This design comes from an exercise in tuning for small area, a short achievable clock period and few clock cycles on the open sky130 flow, not from production work.
Where RTL was checked, it was by simulation tests only, not by an equivalence proof against the original.

Design mac_array, start of the top module:
module mac_array (
  input  logic        clk,
  input  logic        arst_n_in,
  input  logic        in_valid,
  output logic        in_ready,
  input  logic [63:0] a_in,
  input  logic [63:0] b_in,
  input  logic        in_last,
  input  logic        round_in,
  input  logic        sat_in,
  output logic        out_valid,
  input  logic        out_ready,
  output logic [63:0] out,
  output logic [3:0]  out_ovf
);
export LEC_CHECK = 0
export ABC_AREA = 1
export CAP_MARGIN = 20
export CORE_MARGIN = 2
export CORE_UTILIZATION = 40
export CTS_CLUSTER_DIAMETER = 150
export CTS_CLUSTER_SIZE = 30
export SETUP_SLACK_MARGIN = 4.2
export SLEW_MARGIN = 20
create_clock -name core_clock -period 7.0 [get_ports {clk}]
run.sh (not shown) runs the stock make flow with config.mk's settings and CLKGATE_MAP_FILE= SYNTH_SCRIPT=/design/flow/synth_recipe.tcl, a recipe that flattens the netlist after the stock synthesis.
==> next run, changes <==
CTS_CLUSTER_DIAMETER = not set   (was 150)
CTS_CLUSTER_SIZE = not set   (was 30)
After rerunning:
- The new run ran to the end with no violations
- global-route usage grows by 0.43 points
- worst setup slack is worse by 0.016 ns
- synthesized cell count does not change
- fmax shrinks by 0.47%
- flip-flop and latch count is unchanged
- core utilization grows by 1.9 points
- final area grows by 3.6%
- wire length grows by 1.3%
- area after synthesis is unchanged
- register-to-register slack is worse by 0.02 ns
- clock-buffer cell count grows by 101
No functional check of the RTL was part of any run of this note.

---

Another version of the RTL of mac_array (not shown whole).
For scale: ~6,100 cells after synthesis, ~1,100 flip-flops, about 0.061 mm² of cells after synthesis.
## mac_array
module mac_array (
  input  logic        clk,
  input  logic        arst_n_in,
  input  logic        in_valid,
  output logic        in_ready,
  input  logic [63:0] a_in,
  input  logic [63:0] b_in,
  input  logic        in_last,
  input  logic        round_in,
  input  logic        sat_in,
  output logic        out_valid,
  input  logic        out_ready,
  output logic [63:0] out,
  output logic [3:0]  out_ovf
);
clock: 7.0 ns
lec_check: 0
abc_area: 1
cap_margin: 20
core_margin: 2
core_utilization: 40
setup_slack_margin: 4.15
slew_margin: 20
standard.sh (not shown) runs the stock make flow with config.mk's settings and CLKGATE_MAP_FILE= SYNTH_SCRIPT=/design/flow/synth_recipe.tcl, a recipe that flattens the netlist after the stock synthesis.
==> flow/flow/run.sh <==
#!/bin/bash
# Standard layout flow, with the port buffers made from a regular buffer
# cell (the default pick is a delay cell). All tool output is in
# orfs/logs/ (per step) and in standard.log here.
set -euo pipefail
export BUFFER_PORTS_ARGS="-buffer_cell sky130_fd_sc_hd__buf_4"
bash standard.sh > standard.log 2>&1
The baseline completed with no timing, DRC or antenna violations.
Testbench counts at the start, summed over its fixed seeds: cycles 20,723.
Next try:
==> flow/run.sh (new file) <==
#!/bin/bash
# synth_recipe.tcl (not shown) runs the flow's synth.tcl, then flattens the netlist and writes it again
# the make line also repeats each setting of config.mk as NAME=value (left out here)
make -C /OpenROAD-flow-scripts/flow DESIGN_CONFIG=/design/flow/config.mk WORK_HOME=/design/flow/orfs CLKGATE_MAP_FILE= SYNTH_SCRIPT=/design/flow/synth_recipe.tcl finish
- SETUP_SLACK_MARGIN: 4.15 -> 3.9
removed: flow/flow/run.sh
removed: flow/standard.sh
The new run finished with timing, DRC and antenna clean.
Cell area decreases by 5.1%.
Routed wire length decreases by 3.5%.
Via count decreases by 4.1%.
Critical path depth increases by 5.
Worst setup slack got worse by 0.14 ns.

---

Setup of JK:
Another version of the RTL of mac_array (not shown whole).
Size in the first run: roughly 6000 cells after synthesis, about 1100 flip-flops, about 210 I/O pins, roughly 0.061 mm2 of cells after synthesis.
clock: 7.0 ns
lec_check: 0
abc_area: 1
cap_margin: 20
core_margin: 2
core_utilization: 40
cts_cluster_diameter: 120
cts_cluster_size: 22
setup_slack_margin: 4.05
slew_margin: 20
==> flow/flow/run.sh <==
#!/bin/bash
# Standard layout flow, with the port buffers made from a regular buffer
# cell (the default pick is a delay cell). All tool output is in
# orfs/logs/ (per step) and in standard.log here.
set -euo pipefail
export BUFFER_PORTS_ARGS="-buffer_cell sky130_fd_sc_hd__buf_4"
bash standard.sh > standard.log 2>&1
Testbench counts of JK, summed over its fixed seeds: cycles 20,723.
The inputs of MS differ from those of JK as listed below.
-- flow/flow/run.sh --
<<< JK, line 6
export BUFFER_PORTS_ARGS="-buffer_cell sky130_fd_sc_hd__buf_4"
>>> MS, line 6
export BUFFER_PORTS_ARGS="-buffer_cell sky130_fd_sc_hd__buf_1"
-- flow/config.mk --
<<< JK, line 14
export SETUP_SLACK_MARGIN = 4.05
>>> MS, line 14
export SETUP_SLACK_MARGIN = 4.1
In the metrics for JK and MS, the one carrying the lower final weighted congestion in routability-driven placement is JK. Biggest fanout along the worst timing path: MS vs JK down 14. Setup slack: MS more than JK. Going from JK to MS, starting density of the core now sits at about the same level; core box area now sits at about the same level; post-route clock period utilization now sits lower; maximum achievable frequency now sits higher.

---

mac_array again, from the RTL that the note above started with.
Settings: LEC_CHECK=0, ABC_AREA=1, CAP_MARGIN=20, CORE_MARGIN=2, CORE_UTILIZATION=40, CTS_CLUSTER_DIAMETER=120, CTS_CLUSTER_SIZE=22, GPL_TIMING_DRIVEN=0, SETUP_SLACK_MARGIN=4.05, SLEW_MARGIN=20; clock period 7.0 ns.
==> flow/flow/run.sh <==
#!/bin/bash
# Standard layout flow, with the port buffers made from a regular buffer
# cell (the default pick is a delay cell). All tool output is in
# orfs/logs/ (per step) and in standard.log here.
set -euo pipefail
export BUFFER_PORTS_ARGS="-buffer_cell sky130_fd_sc_hd__buf_2"
bash standard.sh > standard.log 2>&1
Testbench counts at the start, summed over its fixed seeds: cycles 20,723.
Next try:
--- a/flow/flow/run.sh
+++ b/flow/flow/run.sh
@@ -5,3 +5,3 @@
 set -euo pipefail
-export BUFFER_PORTS_ARGS="-buffer_cell sky130_fd_sc_hd__buf_2"
+export BUFFER_PORTS_ARGS="-buffer_cell sky130_fd_sc_hd__buf_1"
 bash standard.sh > standard.log 2>&1
Settings changed: CTS_CLUSTER_DIAMETER 120 to 110, CTS_CLUSTER_SIZE 22 to 18, GPL_TIMING_DRIVEN 0 to not set.
Effect: Clock-buffer cell count rose by 17; setup slack improves by 0.076 ns; via count fell by a few percent; wire length fell by about a fifth; cell count fell by a few percent.
Next try:
==> flow/run.sh (new file) <==
#!/bin/bash
# synth_recipe.tcl (not shown) runs the flow's synth.tcl, then flattens the netlist and writes it again
# the make line also repeats each setting of config.mk as NAME=value (left out here)
make -C /OpenROAD-flow-scripts/flow DESIGN_CONFIG=/design/flow/config.mk WORK_HOME=/design/flow/orfs CLKGATE_MAP_FILE= SYNTH_SCRIPT=/design/flow/synth_recipe.tcl finish
Settings changed: CTS_CLUSTER_DIAMETER 110 to 120, CTS_CLUSTER_SIZE 18 to 22.
removed: flow/flow/run.sh
removed: flow/standard.sh
Routed wire length rises by 1.1%.
Critical path depth is unchanged.
Sequential cell count stays the same.
Synthesized area is unchanged.
First-iteration DRC count goes up by 13%.
Register-to-register slack loses 0.02 ns.
Core utilization went up by 0.47 points.

---

== north ==
mac_array with an RTL version that a note above also has.
For scale: roughly 6100 cells after synthesis, roughly 210 I/O pins.
clock: 7.0 ns
lec_check: 0
abc_area: 1
cap_margin: 20
core_margin: 2
core_utilization: 55
setup_slack_margin: 4.05
slew_margin: 20
run.sh (not shown) runs the stock make flow with config.mk's settings and CLKGATE_MAP_FILE= SYNTH_SCRIPT=/design/flow/synth_recipe.tcl, a recipe that flattens the netlist after the stock synthesis.
Stock flow here: none of the scripts above is used.
north | status: complete | timing, DRC, antenna: pass
Testbench counts of north, summed over its fixed seeds: cycles 20,723.
What south does differently from north at the input level:
Settings: CTS_CLUSTER_SIZE: unset -> 22; CORE_UTILIZATION: 55 -> 40; CTS_CLUSTER_DIAMETER: unset -> 120.
==> flow/flow/run.sh (new file) <==
#!/bin/bash
# Standard layout flow, with the port buffers made from a regular buffer
# cell (the default pick is a delay cell). All tool output is in
# orfs/logs/ (per step) and in standard.log here.
set -euo pipefail
export BUFFER_PORTS_ARGS="-buffer_cell sky130_fd_sc_hd__buf_4"
bash standard.sh > standard.log 2>&1
==> flow/standard.sh (new file) <==
#!/bin/bash
# synth_recipe.tcl (not shown) runs the flow's synth.tcl, then flattens the netlist and writes it again
# the make line also repeats each setting of config.mk as NAME=value (left out here)
make -C /OpenROAD-flow-scripts/flow DESIGN_CONFIG=/design/flow/config.mk WORK_HOME=/design/flow/orfs CLKGATE_MAP_FILE= SYNTH_SCRIPT=/design/flow/synth_recipe.tcl "${@:-finish}"
removed: flow/run.sh
Notes after the runs:
south did not stop at any stage, and its layout met the timing, design-rule and antenna checks.
Highest achievable clock rate delta (north -> south): insignificant
Looking only at clock transition at the registers of the reported paths, and setting everything else aside, the lower value of south and north goes to north.
Taking north as the reference, in south width of the die higher, arrival time reported for the critical path endpoint higher, post-CTS setup repair buffer count went down 4, combined global-route utilization of all metal layers -7.5 points.
For sum of routed wire length over all layers, north and south come out practically identical.
Sort south and north by fraction of layout cells with a size suffix above 1 desc -> top: south
north reports its capturing element of the worst setup path as out[12] while south reports g_lane[0].u_lane.pv_q[44].
Compared north against south; instance area after placement within noise.
south and north ended up with nearly the same share of the cycle needed by the critical path after routing.
Here is what was changed in the inputs of east compared with south.
Settings: a deleted CTS_CLUSTER_SIZE that had been 22; a deleted CTS_CLUSTER_DIAMETER that had been 120; an added PLACE_DENSITY of 0.75.
### Flow results
south ended up with g_lane[0].u_lane.pv_q[44] as its critical path endpoint; east ended up with g_lane[2].u_lane.pv_q[38].
Looking at H-tree depth across south and east, the one that comes out lower is south.
east finished every step from synthesis to the final layout, and the layout passed the timing, design-rule and antenna checks.
east vs. south: total number of cells along the worst setup path climbed 1, combined global-route utilization of all metal layers climbed 0.54 points, core utilization climbed 1.9 points.
Total wire length (east over south): increase, 6.1 mm
Compare south and east | transition time at the pin with the least slew margin higher: south
In east the flip-flop and latch share of the layout cell area turned out 1.4 points lower than in south.
Against south as the reference, east delivers a higher post-route minimum period.
Reported for south and east, height of the die turned out identical to the last digit.
Changes in west relative to east:
Settings: PLACE_DENSITY: 0.75 -> unset.
==> comparison <==
The higher core occupancy in the finished layout of west and east is in east.
As far as number of sequential cells is concerned, west and east perform about the same.
Post-CTS setup buffer count sits lower in west than in east.
[compare] base=east new=west: design area now sits lower, worst setup slack before clock tree synthesis picked up an extra 100 ps.
The via count reported for west is lower than the one for east.
east → west: met2 wire length lower; final-layout clock buffer total went down; multi-input gate share of the layout cell area did not really move.
[inputs] middle vs west
==> flow/run.sh (new file) <==
#!/bin/bash
# synth_recipe.tcl (not shown) runs the flow's synth.tcl, then flattens the netlist and writes it again
# the make line also repeats each setting of config.mk as NAME=value (left out here)
make -C /OpenROAD-flow-scripts/flow DESIGN_CONFIG=/design/flow/config.mk WORK_HOME=/design/flow/orfs CLKGATE_MAP_FILE= SYNTH_SCRIPT=/design/flow/synth_recipe.tcl finish
removed: flow/flow/run.sh
removed: flow/standard.sh
### Flow results
From west to middle the numbers moved as follows: total cell area at the placement stage picked up an extra about 0.8%, non-clock buffer total of the final layout higher.
Between west and middle, the flow reports design area increasing slightly.

separate check: timing with driven ports:
How much do the figures lean on ideal ports? The routed layouts below were timed once more, with nothing changed but the port constraints.
Step 1 (the two cells are an assumption about what drives the block):
set clk [get_ports {clk}]
set_driving_cell -lib_cell sky130_fd_sc_hd__clkbuf_16 $clk
set_driving_cell -lib_cell sky130_fd_sc_hd__buf_2 [delete_from_list [all_inputs] $clk]
Step 2 adds t to the input delays and takes it off the output delays; t is the mean of the earliest and latest rising clock arrival at the registers after step 1. Input paths then give back, and output paths get back, about the clock's delay inside the block.
Three values: ideal ports, drivers, drivers and shift; two values: the first two.
run | t (ns) | slack for setup (ns) | worst setup path after step 2 | worst register clock-pin slew, ns | worst slew at a driven data input, ns
the first run of note 1 | 0.742 | 3.582 / 3.582 / 3.582 | register to register | 0.12 / 0.12 | 0.17
the second run of note 1 | 0.807 | 3.566 / 3.566 / 3.503 | input to register | 0.07 / 0.07 | 0.16
the first run of note 2 | 0.808 | 4.107 / 4.028 / 3.778 | input to register | 0.07 / 0.07 | 0.06
the second run of note 2 | 0.794 | 3.969 / 3.900 / 3.361 | input to register | 0.07 / 0.07 | 0.06
JK | 0.761 | 4.109 / 4.089 / 3.703 | input to register | 0.10 / 0.10 | 0.07
MS | 0.749 | 4.121 / 4.121 / 3.870 | input to register | 0.10 / 0.10 | 0.05
the first run of note 4 | 0.776 | 4.040 / 4.040 / 3.668 | input to register | 0.10 / 0.10 | 0.05
the second run of note 4 | 0.732 | 4.116 / 4.109 / 3.988 | input to register | 0.08 / 0.08 | 0.05
the third run of note 4 | 0.751 | 4.099 / 4.039 / 3.564 | input to register | 0.10 / 0.10 | 0.09
north | 0.769 | 4.098 / 4.025 / 3.514 | input to register | 0.07 / 0.07 | 0.07
south | 0.751 | 4.091 / 4.048 / 4.091 | register to register | 0.10 / 0.10 | 0.05
east | 0.806 | 4.040 / 4.040 / 3.725 | input to register | 0.07 / 0.07 | 0.07
west | 0.799 | 4.110 / 4.037 / 4.098 | input to register | 0.07 / 0.07 | 0.05
middle | 0.803 | 4.097 / 4.024 / 3.682 | input to register | 0.06 / 0.06 | 0.05
After both steps every run listed still meets setup and hold. For the second run of note 2, which loses most, drivers alone change the setup slack by -0.069 ns; drivers and shift together by -0.608 ns.
